What follows belongs to an exercise in optimizing a design on an open flow for small area, a short achievable clock period and few clock cycles per item; a production flow would make more cautious choices. The RTL was checked by simulation tests, not by an equivalence proof against the original design. Power figures rest on the tool's default switching activity, not on a simulated workload.

File: flow/design.v
package tri_setup_pkg;
	localparam int COORD_W     = 12;
	localparam int ROW_W       = 10;                     
	localparam int FRAC_W      = 10;
	localparam int SLOPE_W     = 24;                     
	localparam int QUOT_BITS   = 23;                     
	localparam int DIV_LATENCY = QUOT_BITS + 1;          
	localparam int SLOT_CYCLES = 4;
	localparam int POP_TO_PUSH = DIV_LATENCY + 4;
	localparam int HDR_W       = 2 * COORD_W + 3 * ROW_W;
	typedef logic [COORD_W-1:0] coord_t;
	typedef logic [ROW_W-1:0] row_t;
	typedef logic [COORD_W:0] delta_t;                   
	typedef logic [SLOPE_W-1:0] slope_t;
	typedef logic [6*COORD_W-1:0] vtx_word_t;
	typedef logic [HDR_W-1:0] tri_hdr_t;
	typedef logic [HDR_W+3*SLOPE_W-1:0] tri_word_t;
	typedef enum logic [1:0] {
		PH_FETCH,
		PH_LONG,
		PH_TOP,
		PH_BOTTOM
	} phase_t;
	typedef enum logic [1:0] {
		EDGE_LONG,
		EDGE_TOP,
		EDGE_BOTTOM
	} edge_t;
endpackage
`timescale 1ns/10ps
module setup_sequencer (
	input  logic                  clk100,
	input  logic                  rst_n,
	input  logic                  next_frame,
	input  logic                  vtx_empty,
	input  logic                  tri_wait,
	output tri_setup_pkg::phase_t phase,
	output logic                  vtx_pop
);
	always_ff @(posedge clk100 or negedge rst_n)
	begin
		if (!rst_n)
			phase <= tri_setup_pkg::PH_FETCH;
		else if (next_frame)
			phase <= tri_setup_pkg::PH_FETCH;           
		else
		begin
			case (phase)                 
				tri_setup_pkg::PH_FETCH: phase <= tri_setup_pkg::PH_LONG;
				tri_setup_pkg::PH_LONG:  phase <= tri_setup_pkg::PH_TOP;
				tri_setup_pkg::PH_TOP:   phase <= tri_setup_pkg::PH_BOTTOM;
				default:  phase <= tri_setup_pkg::PH_FETCH;
			endcase
		end
	end
	assign vtx_pop = (phase == tri_setup_pkg::PH_FETCH) && !vtx_empty && !tri_wait && !next_frame;
endmodule
`timescale 1ns/10ps
module vertex_sort (
	input  logic                     clk100,
	input  logic                     rst_n,
	input  logic                     next_frame,
	input  logic                     vtx_pop,
	input  tri_setup_pkg::vtx_word_t vtx_data,
	output logic                     sort_valid,
	output tri_setup_pkg::coord_t    x_top,
	output tri_setup_pkg::coord_t    x_mid,
	output tri_setup_pkg::coord_t    x_bot,
	output tri_setup_pkg::coord_t    y_top,
	output tri_setup_pkg::coord_t    y_mid,
	output tri_setup_pkg::coord_t    y_bot
);
	tri_setup_pkg::coord_t     vx [0:2];
	tri_setup_pkg::coord_t     vy [0:2];
	logic       a_le_b;
	logic       a_le_c;
	logic       b_le_c;
	logic [1:0] i_top;
	logic [1:0] i_mid;
	logic [1:0] i_bot;
	always_comb
	begin
		for (int i = 0; i < 3; i++)
		begin
			vx[i] = vtx_data[(5-i)*tri_setup_pkg::COORD_W +: tri_setup_pkg::COORD_W];
			vy[i] = vtx_data[(2-i)*tri_setup_pkg::COORD_W +: tri_setup_pkg::COORD_W];
		end
	end
	assign a_le_b = vy[0] <= vy[1];
	assign a_le_c = vy[0] <= vy[2];
	assign b_le_c = vy[1] <= vy[2];
	always_comb
	begin
		case ({a_le_b, a_le_c, b_le_c})
			3'b111:  {i_top, i_mid, i_bot} = {2'd0, 2'd1, 2'd2};
			3'b110:  {i_top, i_mid, i_bot} = {2'd0, 2'd2, 2'd1};
			3'b011:  {i_top, i_mid, i_bot} = {2'd1, 2'd0, 2'd2};
			3'b100:  {i_top, i_mid, i_bot} = {2'd2, 2'd0, 2'd1};
			3'b001:  {i_top, i_mid, i_bot} = {2'd1, 2'd2, 2'd0};
			3'b000:  {i_top, i_mid, i_bot} = {2'd2, 2'd1, 2'd0};
			default: {i_top, i_mid, i_bot} = {2'd0, 2'd1, 2'd2};   
		endcase
	end
	always_ff @(posedge clk100 or negedge rst_n)
	begin
		if (!rst_n)
			sort_valid <= 1'b0;
		else if (next_frame)
			sort_valid <= 1'b0;
		else
			sort_valid <= vtx_pop;
	end
	always_ff @(posedge clk100)
	begin
		if (vtx_pop)
		begin
			x_top <= vx[i_top];
			x_mid <= vx[i_mid];
			x_bot <= vx[i_bot];
			y_top <= vy[i_top];
			y_mid <= vy[i_mid];
			y_bot <= vy[i_bot];
		end
	end
endmodule
`timescale 1ns/10ps
module slope_issue (
	input  logic                    clk100,
	input  logic                    rst_n,
	input  logic                    next_frame,
	input  tri_setup_pkg::phase_t   phase,
	input  logic                    sort_valid,
	input  tri_setup_pkg::coord_t   x_top,
	input  tri_setup_pkg::coord_t   x_mid,
	input  tri_setup_pkg::coord_t   x_bot,
	input  tri_setup_pkg::coord_t   y_top,
	input  tri_setup_pkg::coord_t   y_mid,
	input  tri_setup_pkg::coord_t   y_bot,
	output logic                    div_valid,
	output tri_setup_pkg::delta_t   div_dividend,
	output tri_setup_pkg::delta_t   div_divisor,
	output tri_setup_pkg::edge_t    div_edge,
	output tri_setup_pkg::tri_hdr_t div_hdr
);
	tri_setup_pkg::delta_t   dx_long;
	tri_setup_pkg::delta_t   dy_long;
	tri_setup_pkg::delta_t   dx_top;
	tri_setup_pkg::delta_t   dy_top;
	tri_setup_pkg::delta_t   dx_bot;
	tri_setup_pkg::delta_t   dy_bot;
	tri_setup_pkg::row_t     row_top;
	tri_setup_pkg::row_t     row_mid;
	tri_setup_pkg::row_t     row_end;
	tri_setup_pkg::coord_t   x_right;
	tri_setup_pkg::tri_hdr_t hdr;
	logic     slot_live;
	logic     issue;
	assign dx_long = {1'b0, x_bot} - {1'b0, x_top};
	assign dy_long = {1'b0, y_bot} - {1'b0, y_top};
	assign dx_top  = {1'b0, x_mid} - {1'b0, x_top};
	assign dy_top  = {1'b0, y_mid} - {1'b0, y_top};
	assign dx_bot  = {1'b0, x_bot} - {1'b0, x_mid};
	assign dy_bot  = {1'b0, y_bot} - {1'b0, y_mid};
	assign row_top = y_top[tri_setup_pkg::COORD_W-1:2];
	assign row_mid = y_mid[tri_setup_pkg::COORD_W-1:2];
	assign row_end = y_bot[tri_setup_pkg::COORD_W-1:2];
	assign x_right = (row_top == row_mid) ? x_mid : x_top;
	assign hdr     = {x_top, x_right, row_top, row_mid, row_end};
	assign issue = (phase == tri_setup_pkg::PH_LONG) ? sort_valid : ((phase != tri_setup_pkg::PH_FETCH) && slot_live);
	always_ff @(posedge clk100 or negedge rst_n)
	begin
		if (!rst_n)
		begin
			slot_live <= 1'b0;
			div_valid <= 1'b0;
		end
		else if (next_frame)
		begin
			slot_live <= 1'b0;
			div_valid <= 1'b0;
		end
		else
		begin
			if (phase == tri_setup_pkg::PH_LONG)
				slot_live <= sort_valid;
			div_valid <= issue;
		end
	end
	always_ff @(posedge clk100)
	begin
		if (issue)
		begin
			case (phase)
				tri_setup_pkg::PH_LONG:
				begin
					div_dividend <= dx_long;
					div_divisor  <= dy_long;
					div_edge     <= tri_setup_pkg::EDGE_LONG;
				end
				tri_setup_pkg::PH_TOP:
				begin
					div_dividend <= dx_top;
					div_divisor  <= dy_top;
					div_edge     <= tri_setup_pkg::EDGE_TOP;
				end
				default:                     
				begin
					div_dividend <= dx_bot;
					div_divisor  <= dy_bot;
					div_edge     <= tri_setup_pkg::EDGE_BOTTOM;
				end
			endcase
			div_hdr <= hdr;
		end
	end
endmodule
`timescale 1ns/10ps
module slope_divider #(
	parameter int QUOT_BITS = tri_setup_pkg::QUOT_BITS,
	parameter int SIDE_W    = tri_setup_pkg::HDR_W
) (
	input  logic                  clk100,
	input  logic                  rst_n,
	input  logic                  next_frame,
	input  logic                  in_valid,
	input  tri_setup_pkg::delta_t dividend,
	input  tri_setup_pkg::delta_t divisor,
	input  tri_setup_pkg::edge_t  in_edge,
	input  logic [SIDE_W-1:0]     in_side,
	output logic                  out_valid,
	output tri_setup_pkg::slope_t quotient,
	output tri_setup_pkg::edge_t  out_edge,
	output logic [SIDE_W-1:0]     out_side
);
	localparam int MAG_W = tri_setup_pkg::COORD_W + 1;
	logic [MAG_W-1:0]     mag_dvd;
	logic [MAG_W-1:0]     mag_dvs;
	logic [QUOT_BITS-1:0] num_in;
	logic                 st_valid [0:QUOT_BITS-2];
	tri_setup_pkg::edge_t                st_edge  [0:QUOT_BITS-2];
	logic [SIDE_W-1:0]    st_side  [0:QUOT_BITS-2];
	logic [MAG_W-1:0]     st_rem   [0:QUOT_BITS-2];
	logic [QUOT_BITS-1:0] st_num   [0:QUOT_BITS-2];   
	logic [MAG_W-1:0]     st_dvs   [0:QUOT_BITS-2];
	logic                 st_neg   [0:QUOT_BITS-2];
	assign mag_dvd = dividend[MAG_W-1] ? (~dividend + 1'b1) : dividend;
	assign mag_dvs = divisor[MAG_W-1] ? (~divisor + 1'b1) : divisor;
	assign num_in  = QUOT_BITS'({mag_dvd, {tri_setup_pkg::FRAC_W{1'b0}}});    
	for (genvar k = 0; k < QUOT_BITS; k++)
	begin : g_stage
		logic                 p_valid;
		tri_setup_pkg::edge_t                p_edge;
		logic [SIDE_W-1:0]    p_side;
		logic [MAG_W-1:0]     p_rem;
		logic [QUOT_BITS-1:0] p_num;
		logic [MAG_W-1:0]     p_dvs;
		logic                 p_neg;
		logic [MAG_W:0]       trial;
		logic                 q_bit;
		logic [MAG_W-1:0]     n_rem;
		logic [QUOT_BITS-1:0] n_num;
		if (k == 0)
		begin : g_head
			assign p_valid = in_valid;
			assign p_edge  = in_edge;
			assign p_side  = in_side;
			assign p_rem   = '0;
			assign p_num   = num_in;
			assign p_dvs   = mag_dvs;
			assign p_neg   = dividend[MAG_W-1] ^ divisor[MAG_W-1];
		end
		else
		begin : g_link
			assign p_valid = st_valid[k-1];
			assign p_edge  = st_edge[k-1];
			assign p_side  = st_side[k-1];
			assign p_rem   = st_rem[k-1];
			assign p_num   = st_num[k-1];
			assign p_dvs   = st_dvs[k-1];
			assign p_neg   = st_neg[k-1];
		end
		assign trial = {p_rem, p_num[QUOT_BITS-1]};        
		assign q_bit = trial >= {1'b0, p_dvs};
		assign n_rem = MAG_W'(q_bit ? (trial - {1'b0, p_dvs}) : trial);
		assign n_num = {p_num[QUOT_BITS-2:0], q_bit};
		if (k < QUOT_BITS - 1)
		begin : g_mid
			always_ff @(posedge clk100 or negedge rst_n)
			begin
				if (!rst_n)
					st_valid[k] <= 1'b0;
				else if (next_frame)
					st_valid[k] <= 1'b0;
				else
					st_valid[k] <= p_valid;
			end
			always_ff @(posedge clk100)
			begin
				st_edge[k] <= p_edge;
				st_side[k] <= p_side;
				st_rem[k]  <= n_rem;
				st_num[k]  <= n_num;
				st_dvs[k]  <= p_dvs;
				st_neg[k]  <= p_neg;
			end
		end
		else
		begin : g_last
			always_ff @(posedge clk100 or negedge rst_n)
			begin
				if (!rst_n)
					out_valid <= 1'b0;
				else if (next_frame)
					out_valid <= 1'b0;
				else
					out_valid <= p_valid;
			end
			always_ff @(posedge clk100)
			begin
				out_edge <= p_edge;
				out_side <= p_side;
				if (p_dvs == '0)
					quotient <= '0;
				else if (p_neg)
					quotient <= -{{(tri_setup_pkg::SLOPE_W-QUOT_BITS){1'b0}}, n_num};
				else
					quotient <= {{(tri_setup_pkg::SLOPE_W-QUOT_BITS){1'b0}}, n_num};
			end
		end
	end
endmodule
`timescale 1ns/10ps
module slope_collect (
	input  logic                     clk100,
	input  logic                     rst_n,
	input  logic                     next_frame,
	input  logic                     res_valid,
	input  tri_setup_pkg::slope_t    res_slope,
	input  tri_setup_pkg::edge_t     res_edge,
	input  tri_setup_pkg::tri_hdr_t  res_hdr,
	output tri_setup_pkg::tri_word_t tri_data,
	output logic                     tri_push
);
	tri_setup_pkg::slope_t m_long;
	tri_setup_pkg::slope_t m_top;
	always_ff @(posedge clk100)
	begin
		if (res_valid)
		begin
			case (res_edge)
				tri_setup_pkg::EDGE_LONG:   m_long <= res_slope;
				tri_setup_pkg::EDGE_TOP:    m_top <= res_slope;
				tri_setup_pkg::EDGE_BOTTOM: tri_data <= {res_hdr, m_long, m_top, res_slope};
				default:     ;
			endcase
		end
	end
	always_ff @(posedge clk100 or negedge rst_n)
	begin
		if (!rst_n)
			tri_push <= 1'b0;
		else if (next_frame)
			tri_push <= 1'b0;
		else
			tri_push <= res_valid && (res_edge == tri_setup_pkg::EDGE_BOTTOM);
	end
endmodule
`timescale 1ns/10ps
module tri_setup_top (
	input  logic                     clk100,
	input  logic                     rst_n,
	input  logic                     next_frame,
	input  tri_setup_pkg::vtx_word_t vtx_data,
	input  logic                     vtx_empty,
	input  logic                     tri_wait,
	output logic                     vtx_pop,
	output tri_setup_pkg::tri_word_t tri_data,
	output logic                     tri_push
);
	tri_setup_pkg::phase_t   phase;
	logic     sort_valid;
	tri_setup_pkg::coord_t   x_top;
	tri_setup_pkg::coord_t   x_mid;
	tri_setup_pkg::coord_t   x_bot;
	tri_setup_pkg::coord_t   y_top;
	tri_setup_pkg::coord_t   y_mid;
	tri_setup_pkg::coord_t   y_bot;
	logic     div_valid;
	tri_setup_pkg::delta_t   div_dividend;
	tri_setup_pkg::delta_t   div_divisor;
	tri_setup_pkg::edge_t    div_edge;
	tri_setup_pkg::tri_hdr_t div_hdr;
	logic     res_valid;
	tri_setup_pkg::slope_t   res_slope;
	tri_setup_pkg::edge_t    res_edge;
	tri_setup_pkg::tri_hdr_t res_hdr;
	setup_sequencer u_seq (
		.clk100     (clk100),
		.rst_n      (rst_n),
		.next_frame (next_frame),
		.vtx_empty  (vtx_empty),
		.tri_wait   (tri_wait),
		.phase      (phase),
		.vtx_pop    (vtx_pop)
	);
	vertex_sort u_sort (
		.clk100     (clk100),
		.rst_n      (rst_n),
		.next_frame (next_frame),
		.vtx_pop    (vtx_pop),
		.vtx_data   (vtx_data),
		.sort_valid (sort_valid),
		.x_top      (x_top),
		.x_mid      (x_mid),
		.x_bot      (x_bot),
		.y_top      (y_top),
		.y_mid      (y_mid),
		.y_bot      (y_bot)
	);
	slope_issue u_issue (
		.clk100       (clk100),
		.rst_n        (rst_n),
		.next_frame   (next_frame),
		.phase        (phase),
		.sort_valid   (sort_valid),
		.x_top        (x_top),
		.x_mid        (x_mid),
		.x_bot        (x_bot),
		.y_top        (y_top),
		.y_mid        (y_mid),
		.y_bot        (y_bot),
		.div_valid    (div_valid),
		.div_dividend (div_dividend),
		.div_divisor  (div_divisor),
		.div_edge     (div_edge),
		.div_hdr      (div_hdr)
	);
	slope_divider #(
		.QUOT_BITS (tri_setup_pkg::QUOT_BITS),
		.SIDE_W    (tri_setup_pkg::HDR_W)
	) u_div (
		.clk100     (clk100),
		.rst_n      (rst_n),
		.next_frame (next_frame),
		.in_valid   (div_valid),
		.dividend   (div_dividend),
		.divisor    (div_divisor),
		.in_edge    (div_edge),
		.in_side    (div_hdr),
		.out_valid  (res_valid),
		.quotient   (res_slope),
		.out_edge   (res_edge),
		.out_side   (res_hdr)
	);
	slope_collect u_collect (
		.clk100     (clk100),
		.rst_n      (rst_n),
		.next_frame (next_frame),
		.res_valid  (res_valid),
		.res_slope  (res_slope),
		.res_edge   (res_edge),
		.res_hdr    (res_hdr),
		.tri_data   (tri_data),
		.tri_push   (tri_push)
	);
endmodule
File: flow/run.sh
#!/bin/bash
# synth_recipe.tcl (not shown) runs the flow's synth.tcl, then flattens the netlist and writes it again
# the make line also repeats each setting of config.mk as NAME=value (left out here)
make -C /OpenROAD-flow-scripts/flow DESIGN_CONFIG=/design/flow/config.mk WORK_HOME=/design/flow/orfs CLKGATE_MAP_FILE= SYNTH_SCRIPT=/design/flow/synth_recipe.tcl finish
File: flow/config.mk
export PLATFORM = sky130hd
export DESIGN_NAME = tri_setup_top
export DESIGN_NICKNAME = tri_setup_top
export VERILOG_FILES = /design/flow/design.v
export SDC_FILE = /design/flow/constraint.sdc
export NUM_CORES = 4
export LEC_CHECK = 0
export CAP_MARGIN = 20
export CORE_MARGIN = 2
export CORE_UTILIZATION = 40
export SLEW_MARGIN = 20
File: flow/constraint.sdc
create_clock -name core_clock -period 4.5 [get_ports {clk100}]
set_input_delay 0.9000 -clock core_clock [delete_from_list [all_inputs] [get_ports {clk100}]]
set_output_delay 0.9000 -clock core_clock [all_outputs]
set_load 0.01 [all_outputs]
==> run_summary.xml <==
<?xml version="1.0" encoding="UTF-8"?>
<metrics>
  <group name="cts">
    <metric name="clock-root-buffer" unit="">clkbuf_16</metric>
    <metric name="cts_sinks" unit="">2594</metric>
    <metric name="post_cts_buffers" unit="">0</metric>
    <metric name="cts_repair_resize_count" unit="">0</metric>
    <metric name="clk_transition_reported_paths" unit="ns">0.06</metric>
    <metric name="clkLatencyLatePin" unit="ns">0.89</metric>
    <metric name="h-tree-depth" unit="">4</metric>
    <metric name="cts_inserted_buffers" unit="">238</metric>
    <metric name="cts_tree" unit="">done</metric>
    <metric name="clockBufferDepth" unit="">3</metric>
    <metric name="postCtsHoldBufs" unit="">0</metric>
  </group>
  <group name="global_route">
    <metric name="wire_length_of_the_first_global_routing_pass" unit="mm">220</metric>
    <metric name="antenna_found_initial" unit="">4</metric>
    <metric name="grtUsageTotal" unit="%">13.8</metric>
    <metric name="maximum_number_of_pins_on_one_net_before_global_route_repair" unit="">96</metric>
    <metric name="grt_remaining_overflow" unit="">0</metric>
    <metric name="grt_pass1_vias" unit="">42118</metric>
  </group>
  <group name="worst_hold_path">
    <metric name="worst_hold_path_type" unit="">primary input to async pin</metric>
  </group>
  <group name="run_status">
    <metric name="run_status" unit="">complete, no violations</metric>
  </group>
  <group name="synth">
    <metric name="async_set_or_reset_register_ratio_after_synthesis" unit="%">1.12</metric>
    <metric name="yosys.cell_types.count" unit="">86</metric>
    <metric name="avgSynthCellArea" unit="um^2">13.1</metric>
    <metric name="post_synth_edffs" unit="">328</metric>
    <metric name="synth.cell_area" unit="um^2">78400</metric>
    <metric name="ys_dominant_reg_cell" unit="">dfxtp_1</metric>
    <metric name="yosys_warnings" unit="">14</metric>
    <metric name="ys_ff_latch" unit="">2594</metric>
    <metric name="yosysSeqAreaShare" unit="%">70.7</metric>
    <metric name="synthesis.instances" unit="">5997</metric>
    <metric name="net_count_of_the_mapped_netlist" unit="">6481</metric>
  </group>
  <group name="setup_path">
    <metric name="startpoint_type" unit="">flop</metric>
    <metric name="critical-path-max-stage-delay" unit="ns">0.57</metric>
    <metric name="cp.arrival" unit="ns">3.01</metric>
    <metric name="worstPathMaxFanout" unit="">3</metric>
    <metric name="critical_path_cell_by_cell" unit="">inv_1 -&gt; ha_1 -&gt; nor4b_4 -&gt; buf_4 -&gt; clkdlybuf4s50_1</metric>
    <metric name="r2r_setup_slack" unit="ns">0.73</metric>
    <metric name="criticalPathCategory" unit="">flop to output pin</metric>
    <metric name="worst-endpoint-required" unit="ns">3.60</metric>
    <metric name="end_kind" unit="">output pin</metric>
    <metric name="crit_slowest_cell" unit="">clkdlybuf4s50_1</metric>
  </group>
  <group name="sta">
    <metric name="timing.fmax" unit="GHz">0.256</metric>
    <metric name="tightestPinTransition" unit="ns">1.04</metric>
    <metric name="setup-violations-final" unit="">0</metric>
    <metric name="finalCritPeriodShare" unit="%">86.9</metric>
    <metric name="fin_ws" unit="ns">0.589</metric>
    <metric name="grt_setup_unrepaired" unit="">no</metric>
    <metric name="fin_worst_skew" unit="ns">0.0900</metric>
    <metric name="final_period_minus_worst_setup_slack" unit="ns">3.91</metric>
    <metric name="whs" unit="ns">0.126</metric>
    <metric name="slew_headroom" unit="%">29.6</metric>
    <metric name="timing_max_transition_violations_final" unit="">0</metric>
    <metric name="final_hold_viol_count" unit="">0</metric>
    <metric name="tns" unit="ns">0</metric>
  </group>
  <group name="floorplanning">
    <metric name="fp.dieArea" unit="um^2">199000</metric>
    <metric name="fp.dieH" unit="um">447</metric>
    <metric name="start_util" unit="%">40.2</metric>
    <metric name="die_w" unit="um">447</metric>
    <metric name="core_region_area" unit="um^2">195000</metric>
    <metric name="fp-row-count" unit="">162</metric>
    <metric name="pin_count" unit="">205</metric>
  </group>
  <group name="placed_design">
    <metric name="portBuffers" unit="">204</metric>
    <metric name="detailed_place_hpwl" unit="mm">98.0</metric>
    <metric name="final_wtd_congestion" unit="">0.852</metric>
    <metric name="dp.cells" unit="">8780</metric>
    <metric name="placement.setup.worst_slack" unit="ns">0.202</metric>
  </group>
  <group name="routing">
    <metric name="wl_per_cell" unit="um">14.9</metric>
    <metric name="drt-pass1-iter-count" unit="">5</metric>
    <metric name="via_per_inst" unit="">4.51</metric>
    <metric name="detailroute.via_count" unit="">41668</metric>
    <metric name="detail-route-antenna-nets" unit="">0</metric>
    <metric name="routed_wl" unit="mm">138</metric>
    <metric name="drc_errors" unit="">0</metric>
    <metric name="detail_route.iter0.violations" unit="">2141</metric>
  </group>
  <group name="final_layout">
    <metric name="layout-drive-gt1-share" unit="%">9.39</metric>
    <metric name="post_layout_nonfiller_instances" unit="">9231</metric>
    <metric name="fill_cells" unit="">16985</metric>
    <metric name="layout-area-overhead-vs-synth" unit="%">17.6</metric>
    <metric name="fin_nets" unit="">6880</metric>
  </group>
  <group name="flow_run">
    <metric name="timing.max_cap.violations" unit="">0</metric>
  </group>
  <group name="pwr">
    <metric name="ir_drop" unit="V">0.000466</metric>
    <metric name="cell_leakage_power" unit="nW">38.5</metric>
    <metric name="pwr_dens" unit="nW/um^2">674</metric>
    <metric name="p_total" unit="mW">62.1</metric>
  </group>
</metrics>
==> synth_stat cells, drive strengths merged (22+ instances only) <==
| library cell | number | area [um^2] |
|---|---|---|
| dfxtp | 2237 | 44800 |
| a21oi | 172 | 872 |
| nor3 | 72 | 360 |
| nor2 | 223 | 837 |
| nor2b | 87 | 544 |
| nor4 | 22 | 165 |
| or3 | 27 | 169 |
| clkbuf | 67 | 251 |
| a31oi | 30 | 188 |
| edfxtp | 328 | 9850 |
| a22o | 24 | 210 |
| xnor2 | 148 | 1300 |
| a21o | 85 | 638 |
| nand2 | 296 | 1110 |
| inv | 463 | 1740 |
| o21ai | 340 | 1700 |
| nand2b | 63 | 394 |
| a211oi | 27 | 203 |
| mux2 | 125 | 1410 |
| buf | 24 | 125 |
| nand4 | 55 | 344 |
| dfrtp | 29 | 726 |
| o31ai | 41 | 313 |
| xor2 | 88 | 771 |
| mux2i | 37 | 370 |
| a22oi | 54 | 415 |
| nand3 | 55 | 275 |
| o21a | 97 | 728 |
| ha | 382 | 4780 |
| a21boi | 26 | 195 |
| fa | 25 | 500 |
==> layout make-up <==
class / instances / area [um^2] / area share, %
clock buffer: 322 / 6850 / 7.44
antenna: 2 / 5.00 / 0.00543
sequential: 2594 / 55400 / 60.1
timing repair buffer: 250 / 2430 / 2.64
inverter: 463 / 1740 / 1.89
clock inverter: 127 / 1490 / 1.62
multi-input combinational: 2849 / 21000 / 22.7
tap: 2624 / 3280 / 3.56
==> logic make-up after synthesis <==
logic type,synth area share [%]
compound gates,8.80
xor+xnor,2.64
fa+ha+maj,6.74
buf+inv,2.70
flops,70.7
mux,2.27
simple gates,6.20
==> worst paths after layout <==
check                                           start                 endpoint  depth (start not counted)
worst max-delay path                   u_seq.phase[0]                  vtx_pop                          5
worst min-delay path                            rst_n       u_collect.tri_push                          1
worst max register to register         u_seq.phase[0]  u_issue.div_divisor[12]                         11
worst min register to register  u_div.st_side[13][50]    u_div.st_side[14][50]                          0
max in group asynchronous                       rst_n       u_div.st_valid[14]                          1
min in group core_clock         u_div.st_side[13][50]    u_div.st_side[14][50]                          0
==> flip-flops by register name (all words and copies together) (netlist names), 22 cells and up <==
register,flops
u_div.st_neg,22
u_div.st_side,1188
u_div.quotient,24
u_issue.div_hdr,54
u_div.st_valid,22
u_div.st_rem,286
u_div.st_edge,44
u_collect.tri_data,126
u_div.out_side,54
u_collect.m_top,24
u_div.st_num,331
u_collect.m_long,24
u_div.st_dvs,286
==> power breakdown <==
group / total (mW) / internal, mW / switching [mW]
clock: 20.4 / 11.8 / 8.55
combinational: 13.7 / 6.17 / 7.56
sequential: 28.0 / 26.6 / 1.39
==> worst max-delay path: cells and delay by family, from the launching register on <==
family,cells,cell delay [ns]
fa+ha+maj,1,0.51
flops,1,0.40
buf+inv,3,0.90
simple gates,1,0.29
==> cells in the final DEF (no fill, tap or decap), drive strengths merged, types with 47 or more instances in the layout <==
cell / n
a21o: 85
a21oi: 172
a22oi: 54
buf: 47
clkbuf: 322
clkdlybuf4s50: 203
clkinv: 79
dfxtp: 2237
edfxtp: 328
ha: 382
inv: 473
mux2: 125
nand2: 296
nand2b: 63
nand3: 55
nand4: 55
nor2: 223
nor2b: 87
nor3: 72
o21a: 97
o21ai: 340
xnor2: 148
xor2: 88
==> routing by layer <==
| metal | GRT usage, % | vias to the layer above | wire, um |
|---|---|---|---|
| met2 | 24.8 | 689 | 69100 |
| li1 | - | 21331 | - |
| met5 | 0 | - | 0 |
| met4 | 5.43 | 0 | 4500 |
| met3 | 2.59 | 289 | 5030 |
| met1 | 16.2 | 19359 | 59200 |
==> stage by stage <==
step	cell area (um^2)	util, %
3_5_place_dp	83800	43.0
4_1_cts	92100	47.3
6_report	92100	47.3
2_1_floorplan	78400	-
3_3_place_gp	83800	43.0
5_1_grt	92100	47.3
Testbench counts, summed over its fixed seeds: cycles 25,600, items 800.

==> port drivers added, routing unchanged <==
The flow's constraints put no driver on any port. The routed layout listed below was extracted and timed again, unchanged, in two steps. Step 1 (the two cells are an assumption about what drives the block):
set clk [get_ports {clk100}]
set_driving_cell -lib_cell sky130_fd_sc_hd__clkbuf_16 $clk
set_driving_cell -lib_cell sky130_fd_sc_hd__buf_2 [delete_from_list [all_inputs] $clk]
Step 2 adds t to the input delays and takes it off the output delays; t is the mean of the earliest and latest rising clock arrival at the registers after step 1. Input paths then give back, and output paths get back, about the clock's delay inside the block. Three values: ideal ports, drivers, drivers and shift; two values: the first two.
t (ns): 0.926
setup slack, ns: 0.589 / 0.511 / 0.134
hold WS [ns]: 0.126 / 0.079 / 0.296
worst slew at a driven data input, ns: 0.08
cell pins on the clock port's net: 1
After both steps setup and hold are still met in this run. For this run, drivers alone change the setup slack by -0.078 ns; drivers and shift together by -0.455 ns.
